What follows belongs to an exercise in optimizing a design on an open flow for small area and a short achievable clock period; a production flow would make more cautious choices.
At most, simulation tests tie the RTL to the original design; equivalence was not proved.
Power and IR drop assume default switching activity.

## ternary_matmul_top
module ternary_matmul_top (
    input  logic       clk,
    input  logic       reset,
    input  logic [7:0] weights_in,
    input  logic [7:0] activations_in,
    input  logic       compute,
    output logic [7:0] result_out
);
Settings: LEC_CHECK=0, CAP_MARGIN=20, CORE_MARGIN=2, CORE_UTILIZATION=40, SLEW_MARGIN=20; clock period 14.0 ns.
standard.sh (not shown) runs the stock make flow with config.mk's settings and CLKGATE_MAP_FILE= SYNTH_SCRIPT=/design/flow/synth_recipe.tcl, a recipe that flattens the netlist after the stock synthesis.
==> flow/flow/run.sh <==
#!/bin/bash
# Own layout flow: the standard steps, except that synthesis maps
# with an area-oriented ABC script (flow/abc_area.script, see
# flow/synth.tcl) and leaves out Yosys's full-adder extraction, and
# timing repair aims for more setup margin.
set -euo pipefail
export MY_ABC_SCRIPT=$PWD/flow/abc_area.script
bash standard.sh ADDER_MAP_FILE= SYNTH_SCRIPT=$PWD/flow/synth.tcl synth > synth.log 2>&1
bash standard.sh SETUP_SLACK_MARGIN=10 finish > layout.log 2>&1
==> flow/flow/abc_area.script <==
strash
dch
map -D 2500
topo
stime
==> flow/flow/synth.tcl <==
# The standard flow's synthesis script with ABC's mapping script replaced by the one
# named in MY_ABC_SCRIPT; everything else, registers included, is as in
# the standard synthesis.
proc synth {args} { yosys synth -nofsm -noshare {*}$args }
proc my_abc_args {name1 name2 op} {
  set i [lsearch -exact $::abc_args -script]
  if {$i >= 0 && [lindex $::abc_args [expr {$i + 1}]] ne $::env(MY_ABC_SCRIPT)} {
    set ::abc_args [lreplace $::abc_args [expr {$i + 1}] [expr {$i + 1}] $::env(MY_ABC_SCRIPT)]
  }
}
trace add variable ::abc_args write my_abc_args
source $::env(SCRIPTS_DIR)/synth.tcl
# left out here: clear keep_hierarchy, flatten, clean up, hide names made inside functions, write 1_2_yosys.v
The first run completed with no timing, DRC or antenna violations.
Edit:
==> flow/run.sh (new file) <==
#!/bin/bash
# synth_recipe.tcl (not shown) runs the flow's synth.tcl, then flattens the netlist and writes it again
# the make line also repeats each setting of config.mk as NAME=value (left out here)
make -C /OpenROAD-flow-scripts/flow DESIGN_CONFIG=/design/flow/config.mk WORK_HOME=/design/flow/orfs CLKGATE_MAP_FILE= SYNTH_SCRIPT=/design/flow/synth_recipe.tcl finish
removed: flow/flow/run.sh
removed: flow/flow/abc_area.script
removed: flow/flow/synth.tcl
removed: flow/standard.sh
Combinational power fell by about a fifth.
Power is about the same.
Setup slack is worse by 2.6 ns.
Die area rose by a few percent.
Final area fell slightly.
Via count fell by roughly a tenth.
Fmax fell by well over a third.
Synthesized area rose by a few percent.
Wire length fell by roughly a tenth.
Function was not checked in any run of this note: the RTL went through the layout flow alone.


== P ==
Another version of the RTL of ternary_matmul_top (not shown whole).
Size in the first run: ~2300 cells after synthesis.
Settings: LEC_CHECK=0, CAP_MARGIN=20, CORE_MARGIN=2, CORE_UTILIZATION=60, CTS_CLUSTER_DIAMETER=100, CTS_CLUSTER_SIZE=34, SLEW_MARGIN=20; clock period 14.0 ns.
==> flow/flow/run.sh <==
#!/bin/bash
# Own layout flow: the standard steps (standard.sh), except that
#  - synthesis leaves out Yosys's full-adder extraction (ADDER_MAP_FILE
#    empty) and maps with flow/abc_area.script, a delay-targeted ABC
#    mapping with area recovery, in place of ORFS's ABC script
#    (flow/synth.tcl swaps the script; the registers are unchanged);
#  - ports are buffered with buf_4 cells and timing repair aims for a
#    larger setup margin.
# Each step's full output goes to its own log file here.
set -euo pipefail
export MY_ABC_SCRIPT=$PWD/flow/abc_area.script
bash standard.sh ADDER_MAP_FILE= SYNTH_SCRIPT=$PWD/flow/synth.tcl synth > synth.log 2>&1
bash standard.sh SETUP_SLACK_MARGIN=10 "BUFFER_PORTS_ARGS=-buffer_cell sky130_fd_sc_hd__buf_4" finish > layout.log 2>&1
==> flow/flow/abc_area.script <==
strash
dc2
dch
map -D 2250
topo
stime
==> flow/flow/synth.tcl <==
# The standard flow's synthesis script with ABC's mapping script replaced by the one
# named in MY_ABC_SCRIPT; everything else, registers included, is as in
# the standard synthesis.
proc synth {args} { yosys synth -nofsm -noshare {*}$args }
proc my_abc_args {name1 name2 op} {
  set i [lsearch -exact $::abc_args -script]
  if {$i >= 0 && [lindex $::abc_args [expr {$i + 1}]] ne $::env(MY_ABC_SCRIPT)} {
    set ::abc_args [lreplace $::abc_args [expr {$i + 1}] [expr {$i + 1}] $::env(MY_ABC_SCRIPT)]
  }
}
trace add variable ::abc_args write my_abc_args
source $::env(SCRIPTS_DIR)/synth.tcl
# left out here: clear keep_hierarchy, flatten, clean up, hide names made inside functions, write 1_2_yosys.v
The following lists how Q was set up differently from P:
Settings: changing CORE_UTILIZATION from 60 to 40; changing CTS_CLUSTER_SIZE from 34 to 30.
==> flow/flow/abc_area.script <==
strash
dc2
dch
map -D 3000
topo
stime
Findings:
Q | status: complete | timing, DRC, antenna: pass. Floorplan die area went up by more than a quarter going from P to Q. Q ends up with a via count that is 278 higher than in P. Changes observed in Q relative to P: number of global-route vias before repair essentially unchanged; average size of a mapped cell dropped 2.0%; number of DRC markers after the initial detailed-route iteration went down 242; critical path's largest stage delay decreased by 0.06 ns relative to the old numbers; combinational share of power has increased.
What R does differently from Q at the input level:
==> flow/flow/abc_area.script <==
strash
dc2
dch
map -D 2500
topo
stime
### Flow results
The final area of R was superior to that of Q. The relative contribution of combinational cells to total power number comes out higher for Q vs R. In terms of effective utilization at floorplan, R and Q differ only marginally. As of R, power spent charging and discharging nets had fallen by a few percent compared to Q. Against Q, gate count of the mapped netlist in R fell slightly. Compared R vs Q, and count of placed standard cells including taps is down in R. Clock latency at the later pin of the worst-skew pair: R < Q. Measured against R, the first-iteration DRC count of Q comes out at 1.08 times the reference value.
Modified inputs, S compared to R
Settings: swapping 40 for 60 in CORE_UTILIZATION.
--- a/flow/flow/run.sh
+++ b/flow/flow/run.sh
@@ -12,2 +12,2 @@
 bash standard.sh ADDER_MAP_FILE= SYNTH_SCRIPT=$PWD/flow/synth.tcl synth > synth.log 2>&1
-bash standard.sh SETUP_SLACK_MARGIN=10 "BUFFER_PORTS_ARGS=-buffer_cell sky130_fd_sc_hd__buf_4" finish > layout.log 2>&1
+bash standard.sh SETUP_SLACK_MARGIN=9.8 "BUFFER_PORTS_ARGS=-buffer_cell sky130_fd_sc_hd__buf_4" finish > layout.log 2>&1
==> flow/flow/abc_area.script <==
strash
dc2
dch
map -D 2250
topo
stime
- S finished all stages; the layout is clean.
- Going from R to S, number of instances in the placed design shrank by a little under 10%.
- | worst relative slew slack | S vs R | worse |
- Between S and R, layout-stage area growth over the synthesis result is higher for R, S comes in under that.
- Higher count of standard-cell rows goes to R over S.
- From R to S the numbers moved as follows: fraction of power spent switching nets dropped 0.47 points, final area dropped about 2.5%.
- R reports its destination of the critical timing path as result_out[1] while S reports u_readout_queue.result_out[3].
Inputs modified between S and T:
--- a/flow/flow/run.sh
+++ b/flow/flow/run.sh
@@ -12,2 +12,2 @@
 bash standard.sh ADDER_MAP_FILE= SYNTH_SCRIPT=$PWD/flow/synth.tcl synth > synth.log 2>&1
-bash standard.sh SETUP_SLACK_MARGIN=9.8 "BUFFER_PORTS_ARGS=-buffer_cell sky130_fd_sc_hd__buf_4" finish > layout.log 2>&1
+bash standard.sh SETUP_SLACK_MARGIN=10 "BUFFER_PORTS_ARGS=-buffer_cell sky130_fd_sc_hd__buf_4" finish > layout.log 2>&1
--- outcome ---
- Leakage dissipation: T and S compared, lower one is S
- [compare] base=S new=T: peak supply drop saw a decrease; area of the multi-input gates up 110 µm².
- T against S: part of the power in registers lost 0.2 points; proportion of power drawn by the clock network neither gained nor lost much.
- For area of the die, S and T come out practically identical.
- Changes observed in T relative to S: design area rose 0.62%, global router's overall resource usage rose 0.39 points, sequential cell count about even.

==> separate check: timing with driven ports <==
No port has a modelled driver above. Below, the same layouts with a new extraction and two added sets of constraints. Step 1 sets driving cells, clkbuf_16 on the clock port and buf_2 on the other inputs (assumed; they add their load-dependent delay and slew). Step 2 adds t to the input delays and takes it off the output delays; t is the mean of the earliest and latest rising clock arrival at the registers after step 1. Input paths then give back, and output paths get back, about the clock's delay inside the block. Slacks: ideal / step 1 / step 2; pairs: ideal / step 1.
| run | t, ns | slack for setup (ns) | worst register clock-pin slew, ns |
|---|---|---|---|
| the first run of note 1 | 0.653 | 10.036 / 9.978 / 9.499 | 0.07 / 0.07 |
| the second run of note 1 | 0.657 | 7.449 / 7.449 / 7.449 | 0.06 / 0.06 |
| P | 0.594 | 10.152 / 10.131 / 9.580 | 0.12 / 0.12 |
| Q | 0.617 | 10.017 / 10.017 / 9.717 | 0.11 / 0.11 |
| R | 0.601 | 10.162 / 10.108 / 9.674 | 0.11 / 0.11 |
| S | 0.589 | 9.929 / 9.961 / 9.372 | 0.12 / 0.12 |
| T | 0.589 | 10.202 / 10.149 / 9.739 | 0.12 / 0.12 |
After both steps every run listed still meets setup and hold. The setup slack of P, which loses most, moves by -0.021 ns with the drivers and by -0.572 ns with both steps.
